What follows belongs to an exercise in optimizing a design on an open flow for small area, a short achievable clock period and few clock cycles; a production flow would make more cautious choices. Only simulation tests tie the RTL to the original design; equivalence was not proved. Power and IR drop assume default switching activity.

Design bf_top, start of the top module:
module bf_top (
	input logic clk,
	input logic clr,
	input logic wb_cyc,
	input logic wb_stb,
	input logic wb_we,
	input bf_pkg::wb_adr_t wb_adr,
	input bf_pkg::wb_dat_t wb_dat_w,
	output bf_pkg::wb_dat_t wb_dat_r,
	output logic wb_ack
);
	localparam logic [6:0] INF = 7'd127;
	localparam logic [3:0] WAIT_MAX = 4'd13;  
	function automatic logic [31:0] prefix_or(input logic [31:0] x);
		logic [31:0] p;
		p = x;
		for (int s = 1; s < 32; s = s * 2)
			p = p | (p << s);
		prefix_or = p;
	endfunction
	function automatic logic [4:0] first_set(input logic [31:0] x);
		logic [31:0] oh;
		oh = x & ~(prefix_or(x) << 1);
		for (int b = 0; b < 5; b++) begin
			first_set[b] = 1'b0;
			for (int i = 0; i < 32; i++)
				if (((i >> b) & 1) == 1) first_set[b] = first_set[b] | oh[i];
		end
	endfunction
	function automatic logic [4:0] next_set(input logic [31:0] x, input logic [31:0] gt);
		logic [31:0] hi;
		hi = x & gt;
		next_set = (|hi) ? first_set(hi) : first_set(x);
	endfunction
	bf_pkg::edge_word_t edge_mem [bf_pkg::EDGE_DEPTH];
	bf_pkg::dist_t dist_mem [bf_pkg::NODE_COUNT];
	bf_pkg::node_t pred_mem [bf_pkg::NODE_COUNT];
	logic busy;
	logic init;  
	logic ph;  
	logic run_done;
	logic path_ready;
	logic walking;
	logic erd;  
	bf_pkg::node_t ra;
	logic [3:0] wcnt;
	bf_pkg::node_t source;
	bf_pkg::node_t dest;
	bf_pkg::plen_t path_len;
	logic ewq;
	bf_pkg::node_t ewa;
	bf_pkg::edge_word_t ewd;
	logic [31:0] dirty;
	bf_pkg::node_t cur;
	bf_pkg::weight_t e_w;
	bf_pkg::node_t e_u;  
	bf_pkg::node_t e_v;
	bf_pkg::node_t pe0q, pe1q;  
	logic [7:0] sumq;
	bf_pkg::dist_t dvq;
	logic [5:0] pi;  
	bf_pkg::node_t cp8, cp16, cp24;
	logic pend;
	logic a_edge, a_path, a_src, a_dst, a_stat;
	assign pend = wb_cyc && wb_stb && !wb_ack;
	assign a_edge = wb_adr[7:5] == 3'b000;
	assign a_path = wb_adr[7:5] == 3'b010;
	assign a_src = wb_adr == bf_pkg::ADR_SOURCE;
	assign a_dst = wb_adr == bf_pkg::ADR_DEST;
	assign a_stat = wb_adr == bf_pkg::ADR_STATUS;
	logic src_go, dst_go, ewr, eload, pread;
	assign src_go = pend && wb_we && a_src && !busy;
	assign dst_go = pend && wb_we && a_dst && run_done;
	assign ewr = pend && wb_we && a_edge;
	assign eload = pend && !wb_we && a_edge && !erd;
	assign pread = pend && !wb_we && a_path && !walking;
	logic [31:0] valid, match;
  ...
For scale: about 6,100 cells after synthesis, ~1,000 flip-flops, ~46 I/O pins.
Settings: LEC_CHECK=0, ABC_AREA=1, CAP_MARGIN=20, CORE_MARGIN=2, CORE_UTILIZATION=40, SLEW_MARGIN=20; clock period 6.0 ns.
run.sh (not shown) runs the stock make flow with config.mk's settings and CLKGATE_MAP_FILE= SYNTH_SCRIPT=/design/flow/synth_recipe.tcl, a recipe that flattens the netlist after the stock synthesis.
Testbench counts at the start, summed over its fixed seeds: cycles 8,804.
Next try:
Settings changed: SETUP_SLACK_MARGIN set to 2.
After rerunning: The changed run completed without violations. Maximum frequency came out higher by 21%. Wire length climbs by 1.3%. Critical path depth came out higher by 1. Power goes up by 1.5%. Setup slack gains 0.85 ns. Core utilization rose by 0.92 points. Register-to-register slack improved by 0.85 ns. Sequential share of layout area fell by 1.0 points. Flip-flop and latch count is unchanged. Synthesized cell count does not change.

## run H
Another version of the RTL of bf_top (not shown whole).
Size in the first run: about 5700 cells after synthesis, roughly 46 I/O pins.
Design bf_top, start of the top module:
module bf_top (
	input logic clk,
	input logic clr,
	input logic wb_cyc,
	input logic wb_stb,
	input logic wb_we,
	input bf_pkg::wb_adr_t wb_adr,
	input bf_pkg::wb_dat_t wb_dat_w,
	output bf_pkg::wb_dat_t wb_dat_r,
	output logic wb_ack
);
	localparam logic [6:0] INF = 7'd127;
	localparam logic [3:0] WAIT_MAX = 4'd13;  
	function automatic logic [31:0] prefix_or(input logic [31:0] x);
		logic [31:0] p;
		p = x;
		for (int s = 1; s < 32; s = s * 2)
			p = p | (p << s);
		prefix_or = p;
	endfunction
	function automatic logic [4:0] first_set(input logic [31:0] x);
		logic [31:0] oh;
		oh = x & ~(prefix_or(x) << 1);
		for (int b = 0; b < 5; b++) begin
			first_set[b] = 1'b0;
			for (int i = 0; i < 32; i++)
				if (((i >> b) & 1) == 1) first_set[b] = first_set[b] | oh[i];
		end
	endfunction
	function automatic logic [4:0] next_set(input logic [31:0] x, input logic [31:0] gt);
		logic [31:0] hi;
		hi = x & gt;
		next_set = (|hi) ? first_set(hi) : first_set(x);
	endfunction
	bf_pkg::edge_word_t edge_mem [bf_pkg::EDGE_DEPTH];
  ...
clock: 6.0 ns
lec_check: 0
abc_area: 1
cap_margin: 20
core_margin: 2
core_utilization: 40
setup_slack_margin: 2.5
slew_margin: 20
Both conditions hold for run H: the flow ran to the end and the final layout passed the timing, design-rule and antenna checks.
Testbench counts of run H, summed over its fixed seeds: cycles 8,804.
diff inputs: run H => run K
# run H
export LEC_CHECK = 0
export ABC_AREA = 1
export CAP_MARGIN = 20
export CORE_MARGIN = 2
export CORE_UTILIZATION = 40
export SETUP_SLACK_MARGIN = 2.5
export SLEW_MARGIN = 20
create_clock -name core_clock -period 6.0 [get_ports {clk}]
# run K
export LEC_CHECK = 0
export ABC_AREA = 1
export CAP_MARGIN = 20
export CORE_MARGIN = 2
export CORE_UTILIZATION = 40
export SETUP_SLACK_MARGIN = 2.75
export SLEW_MARGIN = 20
create_clock -name core_clock -period 6.0 [get_ports {clk}]
## What came out
edfxtp_1 as the cell with the largest stage delay on the worst path was reported by run K, and nor2_1 by run H. Compared with run H, run K is hungrier on power. Diff run H -> run K: cell area grew by 4.6%, synthesized cell area held steady. Run K and run H ended up with nearly the same register clock-pin slew on the reported worst setup and hold paths.

separate check: timing with driven ports:
The results above use ideal ports. As a check the final layouts listed here were re-extracted and re-timed, cells and wires unchanged. Step 1 assumes that a clkbuf_16 drives the clock port and a buf_2 every other input. Step 2 moves the port delays by t, midway between the first and last clock arrival at a register: inputs arrive t later, outputs are due t later. That takes back most of the time a late clock gives input paths. a / b / c = ideal ports / drivers / drivers and shift; a / b = the first two.
| run | t, ns | slack for setup (ns) | worst setup path at the end | cell pins on the clock port's net |
|---|---|---|---|---|
| the first run of note 1 | 0.825 | 1.195 / 1.195 / 1.195 | register to register | 1 |
| the second run of note 1 | 0.828 | 2.042 / 2.042 / 1.602 | input to register | 1 |
| run H | 0.817 | 2.428 / 2.428 / 1.863 | input to register | 1 |
| run K | 0.819 | 2.630 / 2.630 / 2.117 | input to register | 1 |
After both steps setup and hold are still met in every run listed. The setup slack of run H, which loses most, moves by 0.000 ns with the drivers and by -0.565 ns with both steps.
